Background: an optimization exercise with open tools, aiming at a short achievable clock period and few clock cycles. Do not read the settings as production practice.
Only simulation tests tie the RTL to the original design; equivalence was not proved.
No activity file was given, so power comes from the tool's default toggle rates.

### flow/run.sh
#!/bin/bash
# Layout flow: the standard flow (standard.sh, all steps) with two changes,
# set in flow/extra.mk:
#  - adders are left to abc as plain logic (ADDER_MAP_FILE empty) instead of
#    being mapped to the library's full/half adder cells: faster carry logic;
#  - the slow or3/or4 cells and the delay cells are added to DONT_USE_CELLS.
# Registers and everything else are as in the standard flow. The make output
# goes to run_standard.log in the work folder; each tool's own log is under
# orfs/logs/.
set -euo pipefail
cd "$(dirname "$0")/.."
{ echo "include $PWD/config.mk"; cat flow/extra.mk; } > own_config.mk
sed "s|DESIGN_CONFIG=[^ ]*|DESIGN_CONFIG=$PWD/own_config.mk|" standard.sh > own_standard.sh
bash own_standard.sh > run_standard.log 2>&1
### flow/extra.mk
# Synthesis and sizing changes of this flow (see run.sh).
export ADDER_MAP_FILE =
export DONT_USE_CELLS = sky130_fd_sc_hd__or4_1 sky130_fd_sc_hd__or4_2 sky130_fd_sc_hd__or4_4 sky130_fd_sc_hd__or4b_1 sky130_fd_sc_hd__or4b_2 sky130_fd_sc_hd__or4b_4 sky130_fd_sc_hd__or4bb_1 sky130_fd_sc_hd__or4bb_2 sky130_fd_sc_hd__or4bb_4 sky130_fd_sc_hd__or3_1 sky130_fd_sc_hd__or3_2 sky130_fd_sc_hd__or3_4 sky130_fd_sc_hd__or3b_1 sky130_fd_sc_hd__or3b_2 sky130_fd_sc_hd__or3b_4 sky130_fd_sc_hd__clkdlybuf4s15_1 sky130_fd_sc_hd__clkdlybuf4s15_2 sky130_fd_sc_hd__clkdlybuf4s18_1 sky130_fd_sc_hd__clkdlybuf4s18_2 sky130_fd_sc_hd__clkdlybuf4s25_1 sky130_fd_sc_hd__clkdlybuf4s25_2 sky130_fd_sc_hd__clkdlybuf4s50_1 sky130_fd_sc_hd__clkdlybuf4s50_2 sky130_fd_sc_hd__dlygate4sd1_1 sky130_fd_sc_hd__dlygate4sd2_1 sky130_fd_sc_hd__dlygate4sd3_1 sky130_fd_sc_hd__dlymetal6s2s_1 sky130_fd_sc_hd__dlymetal6s4s_1 sky130_fd_sc_hd__dlymetal6s6s_1
### standard.sh
#!/bin/bash
# synth_recipe.tcl (not shown) runs the flow's synth.tcl, then flattens the netlist and writes it again
# the make line also repeats each setting of config.mk as NAME=value (left out here)
make -C /OpenROAD-flow-scripts/flow DESIGN_CONFIG=/design/flow/config.mk WORK_HOME=/design/flow/orfs CLKGATE_MAP_FILE= SYNTH_SCRIPT=/design/flow/synth_recipe.tcl "${@:-finish}"
### config.mk
export PLATFORM = sky130hd
export DESIGN_NAME = isa_core
export DESIGN_NICKNAME = isa_core
export VERILOG_FILES = /design/flow/design.v
export SDC_FILE = /design/flow/constraint.sdc
export NUM_CORES = 4
export LEC_CHECK = 0
export CAP_MARGIN = 20
export CORE_MARGIN = 2
export CORE_UTILIZATION = 40
export SETUP_SLACK_MARGIN = 3.0
export SLEW_MARGIN = 20
export SYNTH_HIERARCHICAL = 1
export TNS_END_PERCENT = 100
### constraint.sdc
create_clock -name core_clock -period 5.5 [get_ports {clk}]
set_input_delay 1.1000 -clock core_clock [delete_from_list [all_inputs] [get_ports {clk}]]
set_output_delay 1.1000 -clock core_clock [all_outputs]
set_load 0.01 [all_outputs]
### design.v
package isa_pkg;
    localparam int word_w      = 16;               
    localparam int reg_idx_w   = 4;                
    localparam int num_regs    = 1 << reg_idx_w;   
    localparam int pc_w        = 11;               
    localparam int imm_w       = 5;                
    localparam int opcode_w    = 3;
    localparam int mult_stages = 2;
    localparam int mult_half_w = word_w / 2;       
    typedef logic signed [word_w-1:0] word_t;
    typedef logic [reg_idx_w-1:0]     reg_idx_t;
    typedef logic [pc_w-1:0]          pc_t;
    typedef logic [opcode_w-1:0]      opcode_t;
    localparam opcode_t op_arith    = 3'b000;      
    localparam opcode_t op_slt_mult = 3'b001;      
    localparam opcode_t op_beq      = 3'b100;      
    typedef struct packed {
        opcode_t  opcode;
        reg_idx_t rs;
        reg_idx_t rt;
        reg_idx_t rd;
        logic     func;    
    } instr_r_t;
    typedef struct packed {
        opcode_t                 opcode;
        reg_idx_t                rs;
        reg_idx_t                rt;
        logic signed [imm_w-1:0] imm;   
    } instr_b_t;
    typedef union packed {
        instr_r_t r;
        instr_b_t b;
    } instr_u;
    localparam logic [1:0] st_idle  = 2'd0;        
    localparam logic [1:0] st_fetch = 2'd1;        
    localparam logic [1:0] st_exe   = 2'd2;        
    localparam logic [1:0] st_alu   = 2'd3;        
endpackage
`timescale 1ns/1ns
module fetch_ctrl
(
    input  logic              run,
    input  logic              instr_valid,
    input  isa_pkg::instr_u   instr_data,
    input  logic              need_q,      
    input  logic              br_ready,    
    input  logic [3:0]        eqg_q,       
    input  logic              m1,          
    input  isa_pkg::reg_idx_t m1_rd,
    input  isa_pkg::pc_t      pc_q,        
    input  isa_pkg::pc_t      tgt_q,       
    input  logic [5:0]        hp_q,        
    input  logic [5:0]        hm_q,        
    output logic              fetch_req,
    output isa_pkg::pc_t      fetch_addr,  
    output isa_pkg::pc_t      fa,          
    output isa_pkg::pc_t      tgt_in,      
    output logic              ready        
);
    isa_pkg::reg_idx_t rs;
    isa_pkg::reg_idx_t rt;
    logic              beq;
    logic              cond;
    logic              haz;
    logic [5:0]        lo;
    logic              uncond;
    logic [2:0]        taken;
    isa_pkg::pc_t      nt;
    assign rs   = instr_data.r.rs;
    assign rt   = instr_data.r.rt;
    assign beq  = (instr_data.r.opcode == isa_pkg::op_beq);
    assign cond = beq && (rs != rt);
    assign haz  = m1 && ((rs == m1_rd) || (rt == m1_rd));
    assign ready     = need_q || (instr_valid && !cond && !haz) || br_ready;
    logic e_st;
    logic e_sd;
    logic e_td;
    logic op_beq;
    eq4 u_e_st (.x(rs), .y(rt),    .eq(e_st));
    eq4 u_e_sd (.x(rs), .y(m1_rd), .eq(e_sd));
    eq4 u_e_td (.x(rt), .y(m1_rd), .eq(e_td));
    is_beq u_fr_beq (.valid(1'b1), .op(instr_data.r.opcode), .y(op_beq));
    fr_gate u_fr_gate (
        .run (run), .instr_valid (instr_valid), .need_q (need_q), .br_ready (br_ready),
        .op_beq (op_beq), .e_st (e_st), .m1 (m1), .e_sd (e_sd), .e_td (e_td),
        .fetch_req (fetch_req)
    );
    assign lo = {1'b0, pc_q[4:0]} + {1'b0, instr_data.b.imm};
    always_comb
    begin
        case ({instr_data.b.imm[4], lo[5]})
            2'b01:   tgt_in = {hp_q, lo[4:0]};
            2'b10:   tgt_in = {hm_q, lo[4:0]};
            default: tgt_in = {pc_q[10:5], lo[4:0]};
        endcase
    end
    assign uncond = instr_valid && beq && (rs == rt);
    assign fa     = (br_ready && (&eqg_q)) ? tgt_q : (uncond ? tgt_in : pc_q);
    for (genvar g = 0; g < 3; g++)
    begin : g_br
        and5 u_taken (.x({br_ready, eqg_q}), .y(taken[g]));
    end
    for (genvar k = 0; k < isa_pkg::pc_w; k++)
    begin : g_fa
        fa_bit #(.K(k)) u_fa_bit (
            .instr_valid (instr_valid),
            .instr_data  (instr_data),
            .pc_q        (pc_q),
            .hp_q        (hp_q[(k >= 5) ? k - 5 : 0]),
            .hm_q        (hm_q[(k >= 5) ? k - 5 : 0]),
            .nt          (nt[k])
        );
        mux2 u_fa_mux (.s(taken[k / 4]), .a(nt[k]), .b(tgt_q[k]), .y(fetch_addr[k]));
    end
endmodule
module and5
(
    input  logic [4:0] x,
    output logic       y
);
    assign y = &x;
endmodule
module mux2
(
    input  logic s,
    input  logic a,
    input  logic b,
    output logic y
);
    assign y = s ? b : a;
endmodule
module fa_bit
#(
    parameter int K = 0
)
(
    input  logic            instr_valid,
    input  isa_pkg::instr_u instr_data,
    input  isa_pkg::pc_t    pc_q,
    input  logic            hp_q,      
    input  logic            hm_q,      
    output logic            nt
);
    logic       beq;
    logic [5:0] lo;
    logic       t;
    assign beq    = instr_valid && (instr_data.r.opcode == isa_pkg::op_beq);
    assign lo     = {1'b0, pc_q[4:0]} + {1'b0, instr_data.b.imm};
    always_comb
    begin
        if (K < 5)
            t = lo[K];
        else
        begin
            case ({instr_data.b.imm[4], lo[5]})
                2'b01:   t = hp_q;
                2'b10:   t = hm_q;
                default: t = pc_q[K];
            endcase
        end
    end
    assign nt = beq ? t : pc_q[K];
endmodule
module is_beq
(
    input  logic             valid,
    input  isa_pkg::opcode_t op,
    output logic             y
);
    assign y = valid && (op == isa_pkg::op_beq);
endmodule
module eq4
(
    input  logic [3:0] x,
    input  logic [3:0] y,
    output logic       eq
);
    assign eq = (x == y);
endmodule
module fr_gate
(
    input  logic run,
    input  logic instr_valid,
    input  logic need_q,
    input  logic br_ready,
    input  logic op_beq,
    input  logic e_st,
    input  logic m1,
    input  logic e_sd,
    input  logic e_td,
    output logic fetch_req
);
    assign fetch_req = run && (need_q || br_ready ||
                               (instr_valid && !(op_beq && !e_st) && !(m1 && (e_sd || e_td))));
endmodule
`timescale 1ns/1ns
module reg_file
(
    input  logic              clk,
    input  logic              rst_n,
    input  logic              we,
    input  isa_pkg::reg_idx_t wr_idx,
    input  isa_pkg::word_t    wr_data,
    input  logic              host_we,
    input  isa_pkg::reg_idx_t host_idx,
    input  isa_pkg::word_t    host_data,
    output logic [isa_pkg::num_regs-1:0][isa_pkg::word_w-1:0] regs
);
    always_ff @(posedge clk or negedge rst_n)
    begin
        if (!rst_n)
        begin
            for (int i = 0; i < isa_pkg::num_regs; i++)
                regs[i] <= '0;
        end
        else if (we)
            regs[wr_idx] <= wr_data;       
        else if (host_we)
            regs[host_idx] <= host_data;   
    end
endmodule
module op_read
(
    input  isa_pkg::reg_idx_t in_rs,
    input  isa_pkg::reg_idx_t in_rt,
    input  isa_pkg::reg_idx_t e1_rs,
    input  isa_pkg::reg_idx_t e1_rt,
    input  logic              e1_wait,
    input  logic              e1_wr,       
    input  logic              e1_mul,
    input  isa_pkg::reg_idx_t e1_rd,
    input  logic              e2_wr,       
    input  logic              e2_mul,
    input  isa_pkg::reg_idx_t e2_rd,
    input  logic [isa_pkg::word_w-1:0] e2_res_q,
    input  logic              wb_wr,       
    input  isa_pkg::reg_idx_t wb_rd,
    input  logic [isa_pkg::word_w-1:0] wbdata_q,
    input  logic [isa_pkg::num_regs-1:0][isa_pkg::word_w-1:0] regs,
    output logic [isa_pkg::word_w-1:0] na,
    output logic [isa_pkg::word_w-1:0] nb,
    output logic [1:0]        sta,
    output logic [1:0]        stb
);
    isa_pkg::reg_idx_t ia;
    isa_pkg::reg_idx_t ib;
    logic              e1ok;
    assign ia   = e1_wait ? e1_rs : in_rs;
    assign ib   = e1_wait ? e1_rt : in_rt;
    assign e1ok = !e1_wait;                
    always_comb
    begin
        if (e1ok && e1_wr && (e1_rd == ia))
        begin
            sta = e1_mul ? 2'd3 : 2'd1;
            na  = regs[ia];
        end
        else if (e2_wr && (e2_rd == ia))
        begin
            sta = e2_mul ? 2'd2 : 2'd0;
            na  = e2_res_q;
        end
        else if (wb_wr && (wb_rd == ia))
        begin
            sta = 2'd0;
            na  = wbdata_q;
        end
        else
        begin
            sta = 2'd0;
            na  = regs[ia];
        end
        if (e1ok && e1_wr && (e1_rd == ib))
        begin
            stb = e1_mul ? 2'd3 : 2'd1;
            nb  = regs[ib];
        end
        else if (e2_wr && (e2_rd == ib))
        begin
            stb = e2_mul ? 2'd2 : 2'd0;
            nb  = e2_res_q;
        end
        else if (wb_wr && (wb_rd == ib))
        begin
            stb = 2'd0;
            nb  = wbdata_q;
        end
        else
        begin
            stb = 2'd0;
            nb  = regs[ib];
        end
    end
endmodule
module br_pre
(
    input  logic [isa_pkg::word_w-1:0] na,
    input  logic [isa_pkg::word_w-1:0] nb,
    input  logic [1:0]                 sta,
    input  logic [1:0]                 stb,
    input  logic [isa_pkg::word_w-1:0] e1_res,
    input  logic [isa_pkg::word_w-1:0] e2_res,
    output logic [3:0]                 eqg
);
    logic [isa_pkg::word_w-1:0] x;
    logic [isa_pkg::word_w-1:0] y;
    logic                       same;
    always_comb
    begin
        case (sta)
            2'd1:    x = e1_res;
            2'd2:    x = e2_res;
            default: x = na;
        endcase
        case (stb)
            2'd1:    y = e1_res;
            2'd2:    y = e2_res;
            default: y = nb;
        endcase
        same = (sta == stb) && (sta != 2'd0);    
        for (int k = 0; k < 4; k++)
            eqg[k] = same || (x[4*k +: 4] == y[4*k +: 4]);
    end
endmodule
`timescale 1ns/1ns
module ex_operands
(
    input  logic [isa_pkg::word_w-1:0] a_q,
    input  logic [isa_pkg::word_w-1:0] b_q,
    input  logic [2:0]                 sela_q,
    input  logic [2:0]                 selb_q,
    input  logic [isa_pkg::word_w-1:0] e2_res_q,
    input  logic [isa_pkg::word_w-1:0] wbdata_q,
    output logic [isa_pkg::word_w-1:0] xa,
    output logic [isa_pkg::word_w-1:0] xb
);
    localparam int W = isa_pkg::word_w;
    assign xa = ({W{sela_q[0]}} & a_q) | ({W{sela_q[1]}} & e2_res_q) | ({W{sela_q[2]}} & wbdata_q);
    assign xb = ({W{selb_q[0]}} & b_q) | ({W{selb_q[1]}} & e2_res_q) | ({W{selb_q[2]}} & wbdata_q);
endmodule
module ex_alu
(
    input  logic [isa_pkg::word_w-1:0] a_q,
    input  logic [isa_pkg::word_w-1:0] b_q,
    input  logic [2:0]                 sela_q,
    input  logic [2:0]                 selb_q,
    input  logic [isa_pkg::word_w-1:0] e2_res_q,
    input  logic [isa_pkg::word_w-1:0] wbdata_q,
    input  logic                       slt_op,
    input  logic                       sub_op,
    output logic [isa_pkg::word_w-1:0] res
);
    localparam int W = isa_pkg::word_w;
    logic [W-1:0] xa;
    logic [W-1:0] xb;
    logic [W-1:0] sum;
    logic [W-1:0] diff;
    logic         slt;
    ex_operands u_ops (
        .a_q (a_q), .b_q (b_q), .sela_q (sela_q), .selb_q (selb_q),
        .e2_res_q (e2_res_q), .wbdata_q (wbdata_q), .xa (xa), .xb (xb)
    );
    assign sum  = xa + xb;
    assign diff = xa - xb;
    assign slt  = (xa[W-1] & !xb[W-1]) | (!(xa[W-1] ^ xb[W-1]) & diff[W-1]);
    assign res  = slt_op ? {{(W-1){1'b0}}, slt} : (sub_op ? diff : sum);
endmodule
module csa3
(
    input  logic [isa_pkg::word_w-1:0] x,
    input  logic [isa_pkg::word_w-1:0] y,
    input  logic [isa_pkg::word_w-1:0] z,
    output logic [isa_pkg::word_w-1:0] s,
    output logic [isa_pkg::word_w-1:0] c
);
    logic [isa_pkg::word_w-1:0] maj;
    assign s   = x ^ y ^ z;
    assign maj = (x & y) | (x & z) | (y & z);
    assign c   = {maj[isa_pkg::word_w-2:0], 1'b0};
endmodule
module mul_rows
(
    input  logic [isa_pkg::word_w-1:0] a_q,
    input  logic [isa_pkg::word_w-1:0] b_q,
    input  logic [2:0]                 sela_q,
    input  logic [2:0]                 selb_q,
    input  logic [isa_pkg::word_w-1:0] e2_res_q,
    input  logic [isa_pkg::word_w-1:0] wbdata_q,
    output logic [2:0][isa_pkg::word_w-1:0] rows
);
    localparam int W = isa_pkg::word_w;
    logic [W-1:0]      xa;
    logic [W-1:0]      xb;
    logic [8:0][W-1:0] pp;
    logic [5:0][W-1:0] r6;
    logic [3:0][W-1:0] r4;
    ex_operands u_ops (
        .a_q (a_q), .b_q (b_q), .sela_q (sela_q), .selb_q (selb_q),
        .e2_res_q (e2_res_q), .wbdata_q (wbdata_q), .xa (xa), .xb (xb)
    );
    always_comb
    begin
        logic [W:0]   bx;
        logic         one;
        logic         two;
        logic         neg;
        logic [W-1:0] m;
        bx    = {xb, 1'b0};
        pp[8] = '0;
        for (int j = 0; j < 8; j++)
        begin
            one = bx[2*j+1] ^ bx[2*j];
            two = (bx[2*j+2] & !bx[2*j+1] & !bx[2*j]) | (!bx[2*j+2] & bx[2*j+1] & bx[2*j]);
            neg = bx[2*j+2];
            m   = ({W{one}} & xa) | ({W{two}} & {xa[W-2:0], 1'b0});
            m   = m ^ {W{neg}};
            pp[j]      = m << (2*j);
            pp[8][2*j] = neg;      
        end
    end
    csa3 u_c0 (.x(pp[0]), .y(pp[1]), .z(pp[2]), .s(r6[0]), .c(r6[1]));
    csa3 u_c1 (.x(pp[3]), .y(pp[4]), .z(pp[5]), .s(r6[2]), .c(r6[3]));
    csa3 u_c2 (.x(pp[6]), .y(pp[7]), .z(pp[8]), .s(r6[4]), .c(r6[5]));
    csa3 u_c3 (.x(r6[0]), .y(r6[1]), .z(r6[2]), .s(r4[0]), .c(r4[1]));
    csa3 u_c4 (.x(r6[3]), .y(r6[4]), .z(r6[5]), .s(r4[2]), .c(r4[3]));
    csa3 u_c5 (.x(r4[0]), .y(r4[1]), .z(r4[2]), .s(rows[0]), .c(rows[1]));
    assign rows[2] = r4[3];
endmodule
module ex2_result
(
    input  logic [2:0][isa_pkg::word_w-1:0] mr_q,
    input  logic                            e2_mul,
    input  logic [isa_pkg::word_w-1:0]      e2_res_q,
    output logic [isa_pkg::word_w-1:0]      res
);
    logic [isa_pkg::word_w-1:0] s;
    logic [isa_pkg::word_w-1:0] c;
    csa3 u_c (.x(mr_q[0]), .y(mr_q[1]), .z(mr_q[2]), .s(s), .c(c));
    assign res = e2_mul ? (s + c) : e2_res_q;
endmodule
`timescale 1ns/1ns
module isa_core
(
    input  logic              clk,
    input  logic              rst_n,
    input  logic              run,
    input  logic              host_we,
    input  isa_pkg::reg_idx_t host_idx,
    input  isa_pkg::word_t    host_data,
    input  logic              instr_valid,
    input  isa_pkg::instr_u   instr_data,
    output logic              fetch_req,
    output isa_pkg::pc_t      fetch_addr,
    output logic              wb_valid,
    output isa_pkg::reg_idx_t wb_idx,
    output isa_pkg::word_t    wb_data,
    output logic              io_stall
);
    localparam int W = isa_pkg::word_w;
    logic              need_q;     
    isa_pkg::pc_t      pc_q;       
    isa_pkg::pc_t      tgt_q;      
    logic [5:0]        hp_q;       
    logic [5:0]        hm_q;       
    logic              e1_v;       
    logic              e1_wait;    
    logic              e1_we;      
    logic              e1_mul;
    logic              e1_slt;
    logic              e1_sub;
    logic              e1_br;      
    isa_pkg::reg_idx_t e1_rd;
    isa_pkg::reg_idx_t e1_rs;
    isa_pkg::reg_idx_t e1_rt;
    logic [W-1:0]      a_q;
    logic [W-1:0]      b_q;
    logic [2:0]        sela_q;     
    logic [2:0]        selb_q;
    logic [3:0]        eqg_q;      
    logic              e2_v;
    logic              e2_we;
    logic              e2_mul;
    isa_pkg::reg_idx_t e2_rd;
    logic [W-1:0]      e2_res_q;
    logic [2:0][W-1:0] mr_q;       
    logic              r_q;
    logic              wbv_q;
    isa_pkg::reg_idx_t wbidx_q;
    logic [W-1:0]      wbdata_q;
    logic [isa_pkg::num_regs-1:0][W-1:0] regs;
    logic              e1_go;
    assign e1_go = e1_v && !e1_wait;
    logic         br_ready;
    logic         ready;
    isa_pkg::pc_t fa;
    isa_pkg::pc_t tgt_in;
    assign br_ready = e1_go && e1_br;
    fetch_ctrl u_fetch_ctrl (
        .run         (run),
        .instr_valid (instr_valid),
        .instr_data  (instr_data),
        .need_q      (need_q),
        .br_ready    (br_ready),
        .eqg_q       (eqg_q),
        .m1          (e1_go && e1_mul),
        .m1_rd       (e1_rd),
        .pc_q        (pc_q),
        .tgt_q       (tgt_q),
        .hp_q        (hp_q),
        .hm_q        (hm_q),
        .fetch_req   (fetch_req),
        .fetch_addr  (fetch_addr),
        .fa          (fa),
        .tgt_in      (tgt_in),
        .ready       (ready)
    );
    isa_pkg::opcode_t in_op;
    logic             in_cond;
    logic             in_alu;
    assign in_op   = instr_data.r.opcode;
    assign in_cond = (in_op == isa_pkg::op_beq) && (instr_data.r.rs != instr_data.r.rt);
    assign in_alu  = (in_op == isa_pkg::op_arith) || (in_op == isa_pkg::op_slt_mult);
    logic [W-1:0] na;
    logic [W-1:0] nb;
    logic [1:0]   sta;
    logic [1:0]   stb;
    logic         haz1;
    op_read u_op_read (
        .in_rs    (instr_data.r.rs),
        .in_rt    (instr_data.r.rt),
        .e1_rs    (e1_rs),
        .e1_rt    (e1_rt),
        .e1_wait  (e1_wait),
        .e1_wr    (e1_go && e1_we),
        .e1_mul   (e1_mul),
        .e1_rd    (e1_rd),
        .e2_wr    (e2_v && e2_we),
        .e2_mul   (e2_mul),
        .e2_rd    (e2_rd),
        .e2_res_q (e2_res_q),
        .wb_wr    (wbv_q),
        .wb_rd    (wbidx_q),
        .wbdata_q (wbdata_q),
        .regs     (regs),
        .na       (na),
        .nb       (nb),
        .sta      (sta),
        .stb      (stb)
    );
    assign haz1 = (sta == 2'd3) || (stb == 2'd3);
    logic [W-1:0]      e1_res;
    logic [2:0][W-1:0] rows;
    logic [W-1:0]      e2_res;
    logic [3:0]        eqg;
    ex_alu u_ex_alu (
        .a_q      (a_q),
        .b_q      (b_q),
        .sela_q   (sela_q),
        .selb_q   (selb_q),
        .e2_res_q (e2_res_q),
        .wbdata_q (wbdata_q),
        .slt_op   (e1_slt),
        .sub_op   (e1_sub),
        .res      (e1_res)
    );
    mul_rows u_mul_rows (
        .a_q      (a_q),
        .b_q      (b_q),
        .sela_q   (sela_q),
        .selb_q   (selb_q),
        .e2_res_q (e2_res_q),
        .wbdata_q (wbdata_q),
        .rows     (rows)
    );
    br_pre u_br_pre (
        .na       (na),
        .nb       (nb),
        .sta      (sta),
        .stb      (stb),
        .e1_res   (e1_res),
        .e2_res   (e2_res),
        .eqg      (eqg)
    );
    ex2_result u_ex2_result (
        .mr_q     (mr_q),
        .e2_mul   (e2_mul),
        .e2_res_q (e2_res_q),
        .res      (e2_res)
    );
    logic         wait_nxt;
    isa_pkg::pc_t pc_nxt;
    assign pc_nxt = fetch_req ? isa_pkg::pc_t'(fa + isa_pkg::pc_t'(1)) : fa;
    always_comb
    begin
        if (e1_wait)
            wait_nxt = 1'b0;    
        else
            wait_nxt = instr_valid && haz1;
    end
    always_ff @(posedge clk or negedge rst_n)
    begin
        if (!rst_n)
        begin
            need_q  <= 1'b1;
            pc_q    <= '0;
            hp_q    <= 6'd1;
            hm_q    <= 6'h3f;
            e1_v    <= 1'b0;
            e1_wait <= 1'b0;
            e2_v    <= 1'b0;
            r_q     <= 1'b0;
            wbv_q   <= 1'b0;
        end
        else
        begin
            need_q  <= (ready && !run) || (instr_valid && !in_cond && haz1);
            pc_q    <= pc_nxt;
            hp_q    <= pc_nxt[10:5] + 6'd1;
            hm_q    <= pc_nxt[10:5] - 6'd1;
            if (!e1_wait)
                e1_v <= instr_valid;
            e1_wait <= wait_nxt;
            e2_v    <= e1_go;
            r_q     <= e2_v;
            wbv_q   <= e2_v && e2_we;
        end
    end
    always_ff @(posedge clk)
    begin
        if (instr_valid)
            tgt_q <= tgt_in;
        a_q   <= na;
        b_q   <= nb;
        sela_q <= (sta == 2'd1) ? 3'b010 : ((sta == 2'd2) ? 3'b100 : 3'b001);
        selb_q <= (stb == 2'd1) ? 3'b010 : ((stb == 2'd2) ? 3'b100 : 3'b001);
        eqg_q <= eqg;
        if (!e1_wait)
        begin
            e1_we  <= in_alu;
            e1_mul <= (in_op == isa_pkg::op_slt_mult) && instr_data.r.func;
            e1_slt <= (in_op == isa_pkg::op_slt_mult) && !instr_data.r.func;
            e1_sub <= instr_data.r.func;
            e1_br  <= in_cond;
            e1_rd  <= instr_data.r.rd;
            e1_rs  <= instr_data.r.rs;
            e1_rt  <= instr_data.r.rt;
        end
        e2_we    <= e1_we;
        e2_mul   <= e1_mul;
        e2_rd    <= e1_rd;
        e2_res_q <= e1_res;
        mr_q     <= rows;
        wbidx_q  <= e2_rd;
        wbdata_q <= e2_res;
    end
    reg_file u_reg_file (
        .clk       (clk),
        .rst_n     (rst_n),
        .we        (wbv_q),
        .wr_idx    (wbidx_q),
        .wr_data   (wbdata_q),
        .host_we   (host_we && !run),
        .host_idx  (host_idx),
        .host_data (host_data),
        .regs      (regs)
    );
    assign io_stall = !r_q;
    assign wb_valid = wbv_q;
    assign wb_idx   = wbidx_q;
    assign wb_data  = wbdata_q;
endmodule
==> results.yml, run 1 <==
clock_network:
  clock_sinks: 444
  cts_tree: "yes"
  cts-root-buf: "clkbuf_16"
  clockBufferDepth: 3
  cts_buffers: 55
  holdBufCountCts: 0
  clkSlewWorstSetupHoldPaths_ns: 0.07
  clock_latency_ns: 0.69
  htree_num_levels: 2
timing:
  slew_headroom_pct: 16.8
  maxSlewViolCount: 0
  tightest_slew_ns: 1.25
  hold_viol_final: 0
  fmax_mhz: 263
  min_period_over_period_pct: 69.0
  finalSetupViolations: 0
  finalClockSkew_ns: 0.0747
  fin_crit_ns: 3.80
  fin_tns_setup_ns: 0
  hold_ws_ns: 0.369
  rsz0062_at_grt: "yes"
detailed_routing:
  first_pass_iters: 13
  drc: 0
  wl_um: 164000
  dr_wl_met2_um: 69800
  drtIter0Drc: 5594
  wl_met3_um: 20200
  num_vias: 39300
  antenna_left: 0
  met1Wirelength_um: 62100
  routed_via_density: 6.41
  maxUsedRoutingLayer: "met5"
  wl_per_cell_um: 26.8
final_layout:
  syn2layout_area_growth_pct: 29.3
  drive_gt1_share_pct: 26.0
  fillers: 8457
  final_cell_mix: "697 x nand2_1, 308 x mux2i_1, 294 x buf_1, 270 x dfrtp_1, 214 x buf_2"
  fin_nets: 4860
  layout.cells.non_filler: 6122
  final_common_cell: "nand2_1"
power_and_ir_drop:
  powerDensity_nw_per_um2: 514
  leakage_nw: 20.2
  power_w: 0.0249
  irDropWorstVdd_uv: 329
synth:
  ys_types: 135
  synth_top_family_by_area: "compound AO/OA/AOI/OAI gates"
  synth_compound_area_share_pct: 24.0
  async_flop_share_pct: 64.0
  yosys.area_share.xor_xnor_pct: 11.2
  synth_edf_count: 28
  syn_avg_cell_area_sq_um: 8.89
  synth_mux_area_share_pct: 10.3
  ys_ff_latch: 444
  seq_area_frac_synth_pct: 28.3
  postSynthCellCount: 4214
  synthAdderAreaFrac_pct: 3.36
  synth-simple-area-share_pct: 16.4
  synth_area_sq_um: 37400
  yosysWarningCount: 23
  ys.flop_type: "dfrtp_1"
critical_path:
  required_ns: 6.00
  crit_fanout: 7
  crit_start: "selb_q[0]"
  r2r_start: "selb_q[0]"
  startpoint_type: "flop"
  path_class: "reg -> reg"
  regToRegSetupSlack_ns: 1.70
  critPathCapture: "mr_q[11]"
  critPathCaptureType: "flop"
  r2r_end: "mr_q[11]"
  critical_path_arrival_ns: 4.30
  ff2ff_path_depth: 12
die:
  core_sq_um: 93000
  io_pins: 75
  start_util_pct: 40.2
  chipWidth_um: 310
  dieHeight_um: 310
  dieArea_sq_um: 96100
  fp-row-count: 112
place:
  hpwl_um: 98400
  place_congestion: 0.960
  portBuffers: 74
  placed_cells: 5415
outcome:
  run_status: "no timing/DRC/antenna violations"
flow_run:
  maxCapViolCount: 0
min_path:
  min-delay-start: "e1_we"
  hp-class: "reg -> reg"
grt:
  grt_pass1_wl_um: 236000
  grt_usage_pct: 32.3
  antenna_found_initial: 4
  grt_remaining_overflow: 0
  grt_pass1_vias: 36700
  grt_max_degree: 102
==> area by class of cell <==
cell class                      instances  area (sq um)  area share (%)
Clock inverter                         32           403           0.832
Tap cell                             1254          1570            3.24
Antenna cell                            2          5.00          0.0103
Timing Repair Buffer                  797          5770            11.9
Timing Repair inverter                  3          22.5          0.0465
Multi-Input combinational cell       3406         28000            57.8
Sequential cell                       444         10700            22.1
Inverter                              112           438           0.904
Clock buffer                           72          1540            3.18
==> synthesized netlist by cell type (112+ instances only) <==
| master | count | area share, % |
|---|---|---|
| mux2i_1 | 316 | 8.4 |
| dfxtp_1 | 132 | 7.1 |
| xor3_1 | 112 | 7.1 |
| a21oi_1 | 228 | 3.0 |
| maj3_1 | 121 | 3.2 |
| nor2_1 | 117 | 1.2 |
| a22oi_1 | 193 | 3.9 |
| buf_2 | 132 | 1.8 |
| nand3_1 | 178 | 2.4 |
| dfrtp_1 | 277 | 19 |
| nand2_1 | 714 | 7.2 |
| clkbuf_1 | 164 | 1.6 |
==> registers in the layout, summed over array words and instances, names as in the netlist, 5 cells and up <==
name,cells
hm_q,6
e2_res_q,16
mr_q,48
hp_q,5
a_q,16
pc_q,11
tgt_q,11
b_q,16
wbdata_q,16
u_reg_file.regs,256
==> logic make-up after synthesis <==
group | Yosys count
multiplexers | 362
AO/OA/AOI/OAI | 1189
other | 9
adder cells (fa/ha/maj) | 125
AND/OR/NAND/NOR | 1306
flip-flops | 444
buffers and inverters | 496
XOR/XNOR | 283
==> per-module statistics from Yosys (local to each module, per instance), a selection <==
module / copies in the design / flops+latches
csa3: 7 / 0
reg_file: 1 / 256
op_read: 1 / 0
mul_rows: 1 / 0
ex2_result: 1 / 0
br_pre: 1 / 0
and5: 3 / 0
ex_alu: 1 / 0
fr_gate: 1 / 0
is_beq: 1 / 0
mux2: 11 / 0
fetch_ctrl: 1 / 0
ex_operands: 2 / 0
isa_core: 1 / 188
eq4: 3 / 0
==> what timing repair did <==
item | 4_1_cts | 5_1_grt
resized for setup | 706 | 306
gates cloned | 22 | 7
endpoints found under the setup margin | 410 | 277
buffers inserted | 436 | 136
pin swaps | 263 | 181
==> through the flow <==
step	cell area (sq um)	setup WS, ns	util (%)
final	48400	1.70	52.0
after CTS	46400	1.77	49.8
after floorplan	38600	1.94	-
after global placement	39100	0.990	42.1
after detailed placement	39200	0.868	42.1
after global routing	48400	1.61	52.0
==> critical path, cell delays in order (launching register included) <==
cell and delay [ns]:
dfxtp_4 0.36, buf_2 0.13, buf_6 0.12, a222oi_1 0.61, inv_2 0.14, buf_6 0.17, xor2_4 0.18, and2_4 0.17
a222oi_1 0.28, buf_2 0.22, xor3_2 0.38, xor3_1 0.45, xor3_1 0.43
==> per-layer routing <==
layer  up-vias  GRT usage [%]
met5         -              0
li1      16900              -
met4         6           18.9
met1     18900           41.5
met3       761           9.18
met2      2709           48.4
==> report_power, final <==
part	switching (W)	internal (W)	total [W]
clock	0.00171	0.00228	0.00399
combinational	0.00765	0.00741	0.0151
sequential	0.00144	0.00442	0.00586
==> worst min path at each step <==
stage                 end  slack (ns)  cells past startpoint
floorplan           e2_we        0.34                      0
global placement    e2_we        0.35                      0
detailed placement  e2_we        0.35                      0
CTS                 e2_we        0.37                      0
global route          r_q        0.39                      0
finish              e2_we        0.37                      0
Testbench counts, summed over its fixed seeds: cycles 10,145.
==> run 2, diff against run 1 <==
--- a/design.v
+++ b/design.v
@@ -48,6 +48,7 @@
     input  logic              m1,          
     input  isa_pkg::reg_idx_t m1_rd,
     input  isa_pkg::pc_t      pc_q,        
+    input  isa_pkg::pc_t      pcn_q,       
     input  isa_pkg::pc_t      tgt_q,       
     input  logic [5:0]        hp_q,        
     input  logic [5:0]        hm_q,        
@@ -65,7 +66,6 @@
     logic [5:0]        lo;
     logic              uncond;
     logic [2:0]        taken;
-    isa_pkg::pc_t      nt;
     assign rs   = instr_data.r.rs;
     assign rt   = instr_data.r.rt;
     assign beq  = (instr_data.r.opcode == isa_pkg::op_beq);
@@ -100,17 +100,43 @@
     begin : g_br
         and5 u_taken (.x({br_ready, eqg_q}), .y(taken[g]));
     end
-    for (genvar k = 0; k < isa_pkg::pc_w; k++)
-    begin : g_fa
-        fa_bit #(.K(k)) u_fa_bit (
+    isa_pkg::pc_t pcf;
+    logic [4:0]   u;
+    logic [1:0]   s_t;
+    logic [1:0]   s_p;
+    logic [1:0]   s_m;
+    logic [1:0]   s_c;
+    assign pcf = ~pcn_q;
+    for (genvar k = 0; k < 5; k++)
+    begin : g_lo
+        lo_bit #(.K(k)) u_lo_bit (
             .instr_valid (instr_valid),
             .instr_data  (instr_data),
-            .pc_q        (pc_q),
-            .hp_q        (hp_q[(k >= 5) ? k - 5 : 0]),
-            .hm_q        (hm_q[(k >= 5) ? k - 5 : 0]),
-            .nt          (nt[k])
+            .pc_lo       (pcf[4:0]),
+            .u           (u[k])
+        );
+        xmux u_fa_mux (.s(taken[k / 4]), .a(pcf[k]), .x(u[k]), .b(tgt_q[k]), .y(fetch_addr[k]));
+    end
+    for (genvar g = 0; g < 2; g++)
+    begin : g_hs
+        hi_sel u_hi_sel (
+            .instr_valid (instr_valid),
+            .instr_data  (instr_data),
+            .pc_lo       (pcf[4:0]),
+            .taken       (taken[1 + g]),
+            .s_t         (s_t[g]),
+            .s_p         (s_p[g]),
+            .s_m         (s_m[g]),
+            .s_c         (s_c[g])
+        );
+    end
+    for (genvar k = 5; k < isa_pkg::pc_w; k++)
+    begin : g_hi
+        ao4 u_fa_ao (
+            .s ({s_t[(k < 8) ? 0 : 1], s_p[(k < 8) ? 0 : 1], s_m[(k < 8) ? 0 : 1], s_c[(k < 8) ? 0 : 1]}),
+            .d ({tgt_q[k], hp_q[k - 5], hm_q[k - 5], pcf[k]}),
+            .y (fetch_addr[k])
         );
-        mux2 u_fa_mux (.s(taken[k / 4]), .a(nt[k]), .b(tgt_q[k]), .y(fetch_addr[k]));
     end
 endmodule
 module and5
@@ -129,37 +155,61 @@
 );
     assign y = s ? b : a;
 endmodule
-module fa_bit
+module lo_bit
 #(
     parameter int K = 0
 )
 (
     input  logic            instr_valid,
     input  isa_pkg::instr_u instr_data,
-    input  isa_pkg::pc_t    pc_q,
-    input  logic            hp_q,      
-    input  logic            hm_q,      
-    output logic            nt
+    input  logic [4:0]      pc_lo,
+    output logic            u
 );
     logic       beq;
     logic [5:0] lo;
-    logic       t;
-    assign beq    = instr_valid && (instr_data.r.opcode == isa_pkg::op_beq);
-    assign lo     = {1'b0, pc_q[4:0]} + {1'b0, instr_data.b.imm};
-    always_comb
-    begin
-        if (K < 5)
-            t = lo[K];
-        else
-        begin
-            case ({instr_data.b.imm[4], lo[5]})
-                2'b01:   t = hp_q;
-                2'b10:   t = hm_q;
-                default: t = pc_q[K];
-            endcase
-        end
-    end
-    assign nt = beq ? t : pc_q[K];
+    assign beq = instr_valid && (instr_data.r.opcode == isa_pkg::op_beq);
+    assign lo  = {1'b0, pc_lo} + {1'b0, instr_data.b.imm};
+    assign u   = beq && (lo[K] ^ pc_lo[K]);
+endmodule
+module xmux
+(
+    input  logic s,
+    input  logic a,
+    input  logic x,
+    input  logic b,
+    output logic y
+);
+    assign y = s ? b : (a ^ x);
+endmodule
+module hi_sel
+(
+    input  logic            instr_valid,
+    input  isa_pkg::instr_u instr_data,
+    input  logic [4:0]      pc_lo,
+    input  logic            taken,
+    output logic            s_t,
+    output logic            s_p,
+    output logic            s_m,
+    output logic            s_c
+);
+    logic       beq;
+    logic [5:0] lo;
+    logic       i4;
+    assign beq = instr_valid && (instr_data.r.opcode == isa_pkg::op_beq);
+    assign lo  = {1'b0, pc_lo} + {1'b0, instr_data.b.imm};
+    assign i4  = instr_data.b.imm[4];
+    assign s_t = taken;
+    assign s_p = !taken && beq && lo[5] && !i4;
+    assign s_m = !taken && beq && !lo[5] && i4;
+    assign s_c = !taken && !(beq && (lo[5] ^ i4));
+endmodule
+module ao4
+(
+    input  logic [3:0] s,
+    input  logic [3:0] d,
+    output logic       y
+);
+    assign y = |(s & d);
 endmodule
 module is_beq
 (
@@ -242,53 +292,74 @@
     output logic [1:0]        sta,
     output logic [1:0]        stb
 );
-    isa_pkg::reg_idx_t ia;
-    isa_pkg::reg_idx_t ib;
-    logic              e1ok;
-    assign ia   = e1_wait ? e1_rs : in_rs;
-    assign ib   = e1_wait ? e1_rt : in_rt;
-    assign e1ok = !e1_wait;                
+    logic [isa_pkg::word_w-1:0] da;
+    logic [isa_pkg::word_w-1:0] db;
+    logic [isa_pkg::word_w-1:0] wa;
+    logic [isa_pkg::word_w-1:0] wb;
+    logic [1:0]                 dsa;
+    logic [1:0]                 dsb;
+    logic [1:0]                 wsa;
+    logic [1:0]                 wsb;
+    rd_port u_da (.idx(in_rs), .e1ok(1'b1), .e1_wr(e1_wr), .e1_mul(e1_mul), .e1_rd(e1_rd),
+                  .e2_wr(e2_wr), .e2_mul(e2_mul), .e2_rd(e2_rd), .e2_res_q(e2_res_q),
+                  .wb_wr(wb_wr), .wb_rd(wb_rd), .wbdata_q(wbdata_q), .regs(regs),
+                  .val(da), .st(dsa));
+    rd_port u_db (.idx(in_rt), .e1ok(1'b1), .e1_wr(e1_wr), .e1_mul(e1_mul), .e1_rd(e1_rd),
+                  .e2_wr(e2_wr), .e2_mul(e2_mul), .e2_rd(e2_rd), .e2_res_q(e2_res_q),
+                  .wb_wr(wb_wr), .wb_rd(wb_rd), .wbdata_q(wbdata_q), .regs(regs),
+                  .val(db), .st(dsb));
+    rd_port u_wa (.idx(e1_rs), .e1ok(1'b0), .e1_wr(e1_wr), .e1_mul(e1_mul), .e1_rd(e1_rd),
+                  .e2_wr(e2_wr), .e2_mul(e2_mul), .e2_rd(e2_rd), .e2_res_q(e2_res_q),
+                  .wb_wr(wb_wr), .wb_rd(wb_rd), .wbdata_q(wbdata_q), .regs(regs),
+                  .val(wa), .st(wsa));
+    rd_port u_wb (.idx(e1_rt), .e1ok(1'b0), .e1_wr(e1_wr), .e1_mul(e1_mul), .e1_rd(e1_rd),
+                  .e2_wr(e2_wr), .e2_mul(e2_mul), .e2_rd(e2_rd), .e2_res_q(e2_res_q),
+                  .wb_wr(wb_wr), .wb_rd(wb_rd), .wbdata_q(wbdata_q), .regs(regs),
+                  .val(wb), .st(wsb));
+    assign na  = e1_wait ? wa  : da;
+    assign nb  = e1_wait ? wb  : db;
+    assign sta = e1_wait ? wsa : dsa;
+    assign stb = e1_wait ? wsb : dsb;
+endmodule
+module rd_port
+(
+    input  isa_pkg::reg_idx_t idx,
+    input  logic              e1ok,        
+    input  logic              e1_wr,
+    input  logic              e1_mul,
+    input  isa_pkg::reg_idx_t e1_rd,
+    input  logic              e2_wr,
+    input  logic              e2_mul,
+    input  isa_pkg::reg_idx_t e2_rd,
+    input  logic [isa_pkg::word_w-1:0] e2_res_q,
+    input  logic              wb_wr,
+    input  isa_pkg::reg_idx_t wb_rd,
+    input  logic [isa_pkg::word_w-1:0] wbdata_q,
+    input  logic [isa_pkg::num_regs-1:0][isa_pkg::word_w-1:0] regs,
+    output logic [isa_pkg::word_w-1:0] val,
+    output logic [1:0]        st
+);
     always_comb
     begin
-        if (e1ok && e1_wr && (e1_rd == ia))
+        if (e1ok && e1_wr && (e1_rd == idx))
         begin
-            sta = e1_mul ? 2'd3 : 2'd1;
-            na  = regs[ia];
+            st  = e1_mul ? 2'd3 : 2'd1;
+            val = regs[idx];
         end
-        else if (e2_wr && (e2_rd == ia))
+        else if (e2_wr && (e2_rd == idx))
         begin
-            sta = e2_mul ? 2'd2 : 2'd0;
-            na  = e2_res_q;
+            st  = e2_mul ? 2'd2 : 2'd0;
+            val = e2_res_q;
         end
-        else if (wb_wr && (wb_rd == ia))
+        else if (wb_wr && (wb_rd == idx))
         begin
-            sta = 2'd0;
-            na  = wbdata_q;
+            st  = 2'd0;
+            val = wbdata_q;
         end
         else
         begin
-            sta = 2'd0;
-            na  = regs[ia];
-        end
-        if (e1ok && e1_wr && (e1_rd == ib))
-        begin
-            stb = e1_mul ? 2'd3 : 2'd1;
-            nb  = regs[ib];
-        end
-        else if (e2_wr && (e2_rd == ib))
-        begin
-            stb = e2_mul ? 2'd2 : 2'd0;
-            nb  = e2_res_q;
-        end
-        else if (wb_wr && (wb_rd == ib))
-        begin
-            stb = 2'd0;
-            nb  = wbdata_q;
-        end
-        else
-        begin
-            stb = 2'd0;
-            nb  = regs[ib];
+            st  = 2'd0;
+            val = regs[idx];
         end
     end
 endmodule
@@ -298,28 +369,93 @@
     input  logic [isa_pkg::word_w-1:0] nb,
     input  logic [1:0]                 sta,
     input  logic [1:0]                 stb,
-    input  logic [isa_pkg::word_w-1:0] e1_res,
-    input  logic [isa_pkg::word_w-1:0] e2_res,
-    output logic [3:0]                 eqg
-);
-    logic [isa_pkg::word_w-1:0] x;
-    logic [isa_pkg::word_w-1:0] y;
-    logic                       same;
+    input  logic [isa_pkg::word_w-1:0] a_q,
+    input  logic [isa_pkg::word_w-1:0] b_q,
+    input  logic [2:0]                 sela_q,
+    input  logic [2:0]                 selb_q,
+    input  logic [isa_pkg::word_w-1:0] e2_res_q,
+    input  logic [isa_pkg::word_w-1:0] wbdata_q,
+    input  logic                       e1_sub,
+    input  logic                       e1_slt,
+    input  logic [isa_pkg::word_w-1:0] ms,        
+    input  logic [isa_pkg::word_w-1:0] mc,
+    output logic [3:0]                 eqg,
+    output logic                       brwait
+);
+    logic [isa_pkg::word_w-1:0] xa;
+    logic [isa_pkg::word_w-1:0] xb;
+    logic [6:0][3:0]            cand;
+    logic [6:0]                 sel;
+    ex_operands u_ops (
+        .a_q (a_q), .b_q (b_q), .sela_q (sela_q), .selb_q (selb_q),
+        .e2_res_q (e2_res_q), .wbdata_q (wbdata_q), .xa (xa), .xb (xb)
+    );
+    br_cand u_cand (.na(na), .nb(nb), .xa(xa), .xb(xb), .ms(ms), .mc(mc), .cand(cand));
     always_comb
     begin
-        case (sta)
-            2'd1:    x = e1_res;
-            2'd2:    x = e2_res;
-            default: x = na;
+        sel = '0;
+        case ({sta, stb})
+            4'b0000: sel[0] = 1'b1;
+            4'b0100: sel[e1_sub ? 2 : 1] = 1'b1;
+            4'b0001: sel[e1_sub ? 4 : 3] = 1'b1;
+            4'b1000: sel[5] = 1'b1;
+            4'b0010: sel[6] = 1'b1;
+            default: sel = '0;       
         endcase
-        case (stb)
-            2'd1:    y = e1_res;
-            2'd2:    y = e2_res;
-            default: y = nb;
-        endcase
-        same = (sta == stb) && (sta != 2'd0);    
-        for (int k = 0; k < 4; k++)
-            eqg[k] = same || (x[4*k +: 4] == y[4*k +: 4]);
+        brwait = (((sta == 2'd1) || (stb == 2'd1)) && e1_slt) ||
+                 ({sta, stb} == 4'b0110) || ({sta, stb} == 4'b1001);
+    end
+    br_sel u_sel (.sel(sel), .cand(cand), .eqg(eqg));
+endmodule
+module br_cand
+(
+    input  logic [isa_pkg::word_w-1:0] na,
+    input  logic [isa_pkg::word_w-1:0] nb,
+    input  logic [isa_pkg::word_w-1:0] xa,
+    input  logic [isa_pkg::word_w-1:0] xb,
+    input  logic [isa_pkg::word_w-1:0] ms,
+    input  logic [isa_pkg::word_w-1:0] mc,
+    output logic [6:0][3:0]            cand
+);
+    for (genvar k = 0; k < 4; k++)
+    begin : g_n
+        assign cand[0][k] = (na[4*k +: 4] == nb[4*k +: 4]);
+    end
+    sum_chk u_c1 (.p(xa), .q(xb), .z(nb), .ok(cand[1]));
+    sum_chk u_c2 (.p(nb), .q(xb), .z(xa), .ok(cand[2]));
+    sum_chk u_c3 (.p(xa), .q(xb), .z(na), .ok(cand[3]));
+    sum_chk u_c4 (.p(na), .q(xb), .z(xa), .ok(cand[4]));
+    sum_chk u_c5 (.p(ms), .q(mc), .z(nb), .ok(cand[5]));
+    sum_chk u_c6 (.p(ms), .q(mc), .z(na), .ok(cand[6]));
+endmodule
+module sum_chk
+(
+    input  logic [isa_pkg::word_w-1:0] p,
+    input  logic [isa_pkg::word_w-1:0] q,
+    input  logic [isa_pkg::word_w-1:0] z,
+    output logic [3:0]                 ok
+);
+    localparam int W = isa_pkg::word_w;
+    logic [W-1:0] cin;
+    logic [W-1:0] bit_ok;
+    assign cin    = {((p[W-2:0] & q[W-2:0]) | ((p[W-2:0] | q[W-2:0]) & ~z[W-2:0])), 1'b0};
+    assign bit_ok = ~(p ^ q ^ z ^ cin);
+    for (genvar k = 0; k < 4; k++)
+    begin : g_n
+        assign ok[k] = &bit_ok[4*k +: 4];
+    end
+endmodule
+module br_sel
+(
+    input  logic [6:0]      sel,
+    input  logic [6:0][3:0] cand,
+    output logic [3:0]      eqg
+);
+    always_comb
+    begin
+        eqg = {4{sel == 7'd0}};
+        for (int i = 0; i < 7; i++)
+            eqg = eqg | ({4{sel[i]}} & cand[i]);
     end
 endmodule
 `timescale 1ns/1ns
@@ -386,14 +522,13 @@
     input  logic [2:0]                 selb_q,
     input  logic [isa_pkg::word_w-1:0] e2_res_q,
     input  logic [isa_pkg::word_w-1:0] wbdata_q,
-    output logic [2:0][isa_pkg::word_w-1:0] rows
+    output logic [3:0][isa_pkg::word_w-1:0] rows
 );
     localparam int W = isa_pkg::word_w;
     logic [W-1:0]      xa;
     logic [W-1:0]      xb;
     logic [8:0][W-1:0] pp;
     logic [5:0][W-1:0] r6;
-    logic [3:0][W-1:0] r4;
     ex_operands u_ops (
         .a_q (a_q), .b_q (b_q), .sela_q (sela_q), .selb_q (selb_q),
         .e2_res_q (e2_res_q), .wbdata_q (wbdata_q), .xa (xa), .xb (xb)
@@ -421,21 +556,22 @@
     csa3 u_c0 (.x(pp[0]), .y(pp[1]), .z(pp[2]), .s(r6[0]), .c(r6[1]));
     csa3 u_c1 (.x(pp[3]), .y(pp[4]), .z(pp[5]), .s(r6[2]), .c(r6[3]));
     csa3 u_c2 (.x(pp[6]), .y(pp[7]), .z(pp[8]), .s(r6[4]), .c(r6[5]));
-    csa3 u_c3 (.x(r6[0]), .y(r6[1]), .z(r6[2]), .s(r4[0]), .c(r4[1]));
-    csa3 u_c4 (.x(r6[3]), .y(r6[4]), .z(r6[5]), .s(r4[2]), .c(r4[3]));
-    csa3 u_c5 (.x(r4[0]), .y(r4[1]), .z(r4[2]), .s(rows[0]), .c(rows[1]));
-    assign rows[2] = r4[3];
+    csa3 u_c3 (.x(r6[0]), .y(r6[1]), .z(r6[2]), .s(rows[0]), .c(rows[1]));
+    csa3 u_c4 (.x(r6[3]), .y(r6[4]), .z(r6[5]), .s(rows[2]), .c(rows[3]));
 endmodule
 module ex2_result
 (
-    input  logic [2:0][isa_pkg::word_w-1:0] mr_q,
+    input  logic [3:0][isa_pkg::word_w-1:0] mr_q,
     input  logic                            e2_mul,
     input  logic [isa_pkg::word_w-1:0]      e2_res_q,
-    output logic [isa_pkg::word_w-1:0]      res
-);
-    logic [isa_pkg::word_w-1:0] s;
-    logic [isa_pkg::word_w-1:0] c;
-    csa3 u_c (.x(mr_q[0]), .y(mr_q[1]), .z(mr_q[2]), .s(s), .c(c));
+    output logic [isa_pkg::word_w-1:0]      res,
+    output logic [isa_pkg::word_w-1:0]      s,      
+    output logic [isa_pkg::word_w-1:0]      c
+);
+    logic [isa_pkg::word_w-1:0] s3;
+    logic [isa_pkg::word_w-1:0] c3;
+    csa3 u_c3 (.x(mr_q[0]), .y(mr_q[1]), .z(mr_q[2]), .s(s3), .c(c3));
+    csa3 u_c  (.x(s3),      .y(c3),      .z(mr_q[3]), .s(s),  .c(c));
     assign res = e2_mul ? (s + c) : e2_res_q;
 endmodule
 `timescale 1ns/1ns
@@ -459,6 +595,7 @@
     localparam int W = isa_pkg::word_w;
     logic              need_q;     
     isa_pkg::pc_t      pc_q;       
+    isa_pkg::pc_t      pcn_q;      
     isa_pkg::pc_t      tgt_q;      
     logic [5:0]        hp_q;       
     logic [5:0]        hm_q;       
@@ -482,7 +619,7 @@
     logic              e2_mul;
     isa_pkg::reg_idx_t e2_rd;
     logic [W-1:0]      e2_res_q;
-    logic [2:0][W-1:0] mr_q;       
+    logic [3:0][W-1:0] mr_q;       
     logic              r_q;
     logic              wbv_q;
     isa_pkg::reg_idx_t wbidx_q;
@@ -505,6 +642,7 @@
         .m1          (e1_go && e1_mul),
         .m1_rd       (e1_rd),
         .pc_q        (pc_q),
+        .pcn_q       (pcn_q),
         .tgt_q       (tgt_q),
         .hp_q        (hp_q),
         .hm_q        (hm_q),
@@ -549,9 +687,12 @@
     );
     assign haz1 = (sta == 2'd3) || (stb == 2'd3);
     logic [W-1:0]      e1_res;
-    logic [2:0][W-1:0] rows;
+    logic [3:0][W-1:0] rows;
     logic [W-1:0]      e2_res;
     logic [3:0]        eqg;
+    logic [W-1:0]      ms;
+    logic [W-1:0]      mc;
+    logic              brwait;
     ex_alu u_ex_alu (
         .a_q      (a_q),
         .b_q      (b_q),
@@ -577,15 +718,26 @@
         .nb       (nb),
         .sta      (sta),
         .stb      (stb),
-        .e1_res   (e1_res),
-        .e2_res   (e2_res),
-        .eqg      (eqg)
+        .a_q      (a_q),
+        .b_q      (b_q),
+        .sela_q   (sela_q),
+        .selb_q   (selb_q),
+        .e2_res_q (e2_res_q),
+        .wbdata_q (wbdata_q),
+        .e1_sub   (e1_sub),
+        .e1_slt   (e1_slt),
+        .ms       (ms),
+        .mc       (mc),
+        .eqg      (eqg),
+        .brwait   (brwait)
     );
     ex2_result u_ex2_result (
         .mr_q     (mr_q),
         .e2_mul   (e2_mul),
         .e2_res_q (e2_res_q),
-        .res      (e2_res)
+        .res      (e2_res),
+        .s        (ms),
+        .c        (mc)
     );
     logic         wait_nxt;
     isa_pkg::pc_t pc_nxt;
@@ -595,7 +747,7 @@
         if (e1_wait)
             wait_nxt = 1'b0;    
         else
-            wait_nxt = instr_valid && haz1;
+            wait_nxt = instr_valid && (haz1 || (in_cond && brwait));
     end
     always_ff @(posedge clk or negedge rst_n)
     begin
@@ -603,6 +755,7 @@
         begin
             need_q  <= 1'b1;
             pc_q    <= '0;
+            pcn_q   <= '1;
             hp_q    <= 6'd1;
             hm_q    <= 6'h3f;
             e1_v    <= 1'b0;
@@ -615,6 +768,7 @@
         begin
             need_q  <= (ready && !run) || (instr_valid && !in_cond && haz1);
             pc_q    <= pc_nxt;
+            pcn_q   <= ~pc_nxt;
             hp_q    <= pc_nxt[10:5] + 6'd1;
             hm_q    <= pc_nxt[10:5] - 6'd1;
             if (!e1_wait)
--- a/flow/run.sh
+++ b/flow/run.sh
@@ -3,7 +3,8 @@
 # set in flow/extra.mk:
 #  - adders are left to abc as plain logic (ADDER_MAP_FILE empty) instead of
 #    being mapped to the library's full/half adder cells: faster carry logic;
-#  - the slow or3/or4 cells and the delay cells are added to DONT_USE_CELLS.
+#  - slow cells (or3, or4, nor4, a2111o(i), o2111a) and the delay cells are
+#    added to DONT_USE_CELLS.
 # Registers and everything else are as in the standard flow. The make output
 # goes to run_standard.log in the work folder; each tool's own log is under
 # orfs/logs/.
==> flow/extra.mk (replaced) <==
# Synthesis and sizing changes of this flow (see run.sh).
export ADDER_MAP_FILE =
export DONT_USE_CELLS = sky130_fd_sc_hd__or4_1 sky130_fd_sc_hd__or4_2 sky130_fd_sc_hd__or4_4 sky130_fd_sc_hd__or4b_1 sky130_fd_sc_hd__or4b_2 sky130_fd_sc_hd__or4b_4 sky130_fd_sc_hd__or4bb_1 sky130_fd_sc_hd__or4bb_2 sky130_fd_sc_hd__or4bb_4 sky130_fd_sc_hd__or3_1 sky130_fd_sc_hd__or3_2 sky130_fd_sc_hd__or3_4 sky130_fd_sc_hd__or3b_1 sky130_fd_sc_hd__or3b_2 sky130_fd_sc_hd__or3b_4 sky130_fd_sc_hd__clkdlybuf4s15_1 sky130_fd_sc_hd__clkdlybuf4s15_2 sky130_fd_sc_hd__clkdlybuf4s18_1 sky130_fd_sc_hd__clkdlybuf4s18_2 sky130_fd_sc_hd__clkdlybuf4s25_1 sky130_fd_sc_hd__clkdlybuf4s25_2 sky130_fd_sc_hd__clkdlybuf4s50_1 sky130_fd_sc_hd__clkdlybuf4s50_2 sky130_fd_sc_hd__dlygate4sd1_1 sky130_fd_sc_hd__dlygate4sd2_1 sky130_fd_sc_hd__dlygate4sd3_1 sky130_fd_sc_hd__dlymetal6s2s_1 sky130_fd_sc_hd__dlymetal6s4s_1 sky130_fd_sc_hd__dlymetal6s6s_1 sky130_fd_sc_hd__a2111o_1 sky130_fd_sc_hd__a2111o_2 sky130_fd_sc_hd__a2111o_4 sky130_fd_sc_hd__a2111oi_0 sky130_fd_sc_hd__a2111oi_1 sky130_fd_sc_hd__a2111oi_2 sky130_fd_sc_hd__a2111oi_4 sky130_fd_sc_hd__nor4_1 sky130_fd_sc_hd__nor4_2 sky130_fd_sc_hd__nor4_4 sky130_fd_sc_hd__nor4b_1 sky130_fd_sc_hd__nor4b_2 sky130_fd_sc_hd__nor4b_4 sky130_fd_sc_hd__nor4bb_1 sky130_fd_sc_hd__nor4bb_2 sky130_fd_sc_hd__nor4bb_4 sky130_fd_sc_hd__o2111a_1 sky130_fd_sc_hd__o2111a_2 sky130_fd_sc_hd__o2111a_4
==> run 2 against run 1 <==
  * Via count rose by 15%
  * Setup slack improved by 0.022 ns
  * Hold slack worse by 0.0019 ns
  * Still clean on timing, DRC and antenna
  * Sequential cell count is 26 higher
  * Combinational power increased by 66%
  * Highest routed layer unchanged
==> results.yml, run 2 <==
outcome:
  run_status: "no timing/DRC/antenna violations"
synth:
  ys_types: 121
  synth_most_common_cell: "nand2_1"
  synth_edf_count: 28
  synth_top_cell_by_area: "dfrtp_1"
  synth_area_sq_um: 45800
  ys_ff_latch: 470
  async_flop_share_pct: 62.6
  seq_area_frac_synth_pct: 24.4
  ys.flop_type: "dfrtp_1"
  postSynthCellCount: 4587
  yosys.area.top_type_share_pct: 15.1
  syn_avg_cell_area_sq_um: 9.98
  synth.area.top_cells: "dfrtp_1 15%, mux4_2 13%, xnor2_1 6.8%, dfxtp_1 6.5%, xor3_1 5.8%"
  yosysWarningCount: 13
  synth_common_cells: "442 x nand2_1, 354 x xnor2_1, 293 x a22oi_1"
timing:
  hold_viol_final: 0
  finalClockSkew_ns: 0.0595
  fin_crit_ns: 3.77
  fin_tns_setup_ns: 0
  fmax_mhz: 265
  rsz0062_at_grt: "yes"
  tightest_slew_ns: 1.16
  setup_ws_ns: 1.73
  hold_ws_ns: 0.367
  min_period_over_period_pct: 68.6
  slew_headroom_pct: 22.8
  finalSetupViolations: 0
  maxSlewViolCount: 0
final_layout:
  drive_gt1_share_pct: 31.9
  final_cell_mix: "392 x nand2_1, 381 x buf_1, 314 x xnor2_1, 275 x dfrtp_1, 256 x mux4_2"
  utilization_pct: 51.0
  syn2layout_area_growth_pct: 26.9
  final_cell_area_sq_um: 58100
  fin_nets: 5382
  top_register: "u_reg_file.regs"
  largest_register_ffs: 256
  largestRegisters: "u_reg_file.regs: 256 flops, mr_q: 64 flops"
  antenna_cells: 0
  final_common_cell: "nand2_1"
die:
  fp-row-count: 124
  start_util_pct: 40.2
  core_sq_um: 114000
  dieHeight_um: 342
  io_pins: 75
  chipWidth_um: 342
  dieArea_sq_um: 117000
clock_network:
  clockBufferDepth: 3
  holdBufCountCts: 0
  clkSlewWorstSetupHoldPaths_ns: 0.06
  clock_latency_ns: 0.69
  cts-root-buf: "clkbuf_16"
  htree_num_levels: 2
  cts_buffers: 59
  cts_tree: "yes"
  clock_sinks: 470
place:
  postPlaceCellArea_sq_um: 47500
  hpwl_um: 116000
  place_ws_ns: 0.591
  portBuffers: 74
  place_congestion: 0.924
detailed_routing:
  num_vias: 45100
  antenna_left: 0
  drc: 0
  wl_um: 193000
  drtIter0Drc: 7177
  routed_via_density: 6.54
  wl_per_cell_um: 28.0
  first_pass_iters: 11
critical_path:
  crit_top_cell: "xnor2_1"
  critPathCaptureType: "flop"
  cp_slowest_cell: "mux4_2"
  cp_cell_sequence: "buf_6, buf_8, buf_12, mux4_2, a22oi_2, nand2_2, a221o_2, mux2_4, xnor2_2, xnor2_1, xnor2_1, and4_1, a222oi_1, nand4_1"
  required_ns: 6.03
  max_stage_delay_ns: 0.50
  path_class: "reg -> reg"
  startpoint_type: "flop"
  critical_path_arrival_ns: 4.31
  crit_fanout: 8
grt:
  met2_usage_pct: 46.9
  grt_pass1_wl_um: 275000
  use_met1_pct: 39.3
  grt_pass1_vias: 42300
  antenna_found_initial: 6
  top_usage_layer: "met2"
  grt_max_degree: 113
  use_met3_pct: 8.07
  grt_remaining_overflow: 0
  grt_usage_pct: 30.9
flow_run:
  maxCapViolCount: 0
power_and_ir_drop:
  powerDensity_nw_per_um2: 617
  leakage_nw: 24.1
  irDropWorstVdd_uv: 541
min_path:
  hp-class: "reg -> reg"
## run 2: changes by cell type in the layout (fill, tap and decap cells not counted), moves of 39 or more
| cell | delta |
|---|---|
| nand3_1 | -147 |
| buf_1 | +87 |
| a222oi_1 | +39 |
| inv_1 | +110 |
| a22oi_1 | +44 |
| mux4_2 | +247 |
| and4_1 | +63 |
| nand2_1 | -305 |
| a22oi_2 | +48 |
| mux2i_1 | -169 |
| maj3_1 | +52 |
| xnor2_1 | +245 |
## run 2: per-stage QoR
stage / std cells / power (W)
global route: 6902 / 0.0377
detailed placement: 6030 / 0.0263
finish: 6902 / 0.0359
global placement: 6030 / 0.0260
CTS: 6652 / 0.0334
floorplan: 4715 / 0.0219
## run 2: repair_timing
item | CTS | global route
buffers inserted | 477 | 237
pin swaps | 276 | 234
endpoints found under the setup margin | 431 | 289
gates resized for setup | 762 | 416
cloned | 35 | 12
## run 2: path summary, 6_finish.rpt
path | from | endpoint | slack (ns) | cells past startpoint
max | e1_rs[0] | eqg_q[1] | 1.73 | 14
min | e1_we | e2_we | 0.37 | 0
min in group asynchronous | rst_n | hp_q[5] | 0.51 | 1
max in group asynchronous | rst_n | u_reg_file.regs[188] | 3.84 | 2
min reg2reg | e1_we | e2_we | 0.37 | 0
max reg2reg | e1_rs[0] | eqg_q[1] | 1.73 | 14
## run 2: final cells by class
class	count	area, sq um
Sequential cell	470	11300
Multi-Input combinational cell	3629	35000
Fill cell	10100	55800
Tap cell	1512	1890
Inverter	230	913
Clock buffer	82	1620
Timing Repair Buffer	944	7000
Clock inverter	28	332
Timing Repair inverter	7	50.0
## run 2: modules after synthesis, one instance, submodules excluded, excerpt
| module | flip-flops and latches | cells inside | times used |
|---|---|---|---|
| br_sel | 0 | 20 | 1 |
| fetch_ctrl | 0 | 123 | 1 |
| ao4 | 0 | 3 | 6 |
| ex_operands | 0 | 70 | 3 |
| hi_sel | 0 | 15 | 2 |
| br_pre | 0 | 18 | 1 |
| reg_file | 256 | 1389 | 1 |
| ex2_result | 0 | 117 | 1 |
| is_beq | 0 | 1 | 1 |
| rd_port | 0 | 203 | 4 |
| eq4 | 0 | 5 | 3 |
| and5 | 0 | 3 | 3 |
| xmux | 0 | 3 | 5 |
| br_cand | 0 | 20 | 1 |
| fr_gate | 0 | 4 | 1 |
| mul_rows | 0 | 318 | 1 |
## run 2: where the power goes
part,internal [W],leakage (nW),switching (W)
sequential,0.00478,5.05,0.00186
combinational,0.0127,18.1,0.0124
clock,0.00230,0.952,0.00177
## run 2: worst max-delay path: cells and delay by family (launching register included)
kind	cells	cell delay (ns)
DFF	1	0.40
xor gates and xnor gates	3	0.45
muxes	2	0.85
and+or+nand+nor	3	0.44
buffers and inverters	3	0.44
AOI/OAI and AO/OA	3	1.03
## run 2: per-layer routing
metal / vias to the layer above / routed length (um)
li1: 19100 / -
met1: 22000 / 70100
met2: 3195 / 85300
met3: 838 / 23000
met4: 8 / 14700
met5: - / 58
## run 2: kinds of logic after synthesis
group                      after synthesis  synth area share (%)
AOI/OAI and AO/OA                     1253                  21.3
xor gates and xnor gates               550                  14.4
adders and majority gates              180                  3.95
buffers and inverters                  626                  6.39
DFF                                    470                  24.4
muxes                                  449                  17.2
other                                   11                0.0902
and+or+nand+nor                       1048                  12.2
Testbench counts of run 2, summed over its fixed seeds: cycles 10,189.

re-timing with driven ports:
The results above use ideal ports. As a check the final layouts listed here were re-extracted and re-timed, cells and wires unchanged.
Step 1 (the two cells are an assumption about what drives the block):
set clk [get_ports {clk}]
set_driving_cell -lib_cell sky130_fd_sc_hd__clkbuf_16 $clk
set_driving_cell -lib_cell sky130_fd_sc_hd__buf_2 [delete_from_list [all_inputs] $clk]
Step 2 moves the port delays by t, midway between the first and last clock arrival at a register: inputs arrive t later, outputs are due t later. That takes back most of the time a late clock gives input paths.
Slacks: ideal ports / drivers / drivers and shift; pairs: ideal ports / drivers.
run	t (ns)	setup WS [ns]	slew at the worst register clock pin (ns)	worst slew at a driven data input, ns
run 1	0.716	1.704 / 1.704 / 1.351	0.07 / 0.07	0.17
run 2	0.734	1.726 / 1.582 / 0.848	0.07 / 0.07	0.28
After both steps setup and hold are still met in every run listed. The setup slack of run 2, which loses most, moves by -0.144 ns with the drivers and by -0.878 ns with both steps.
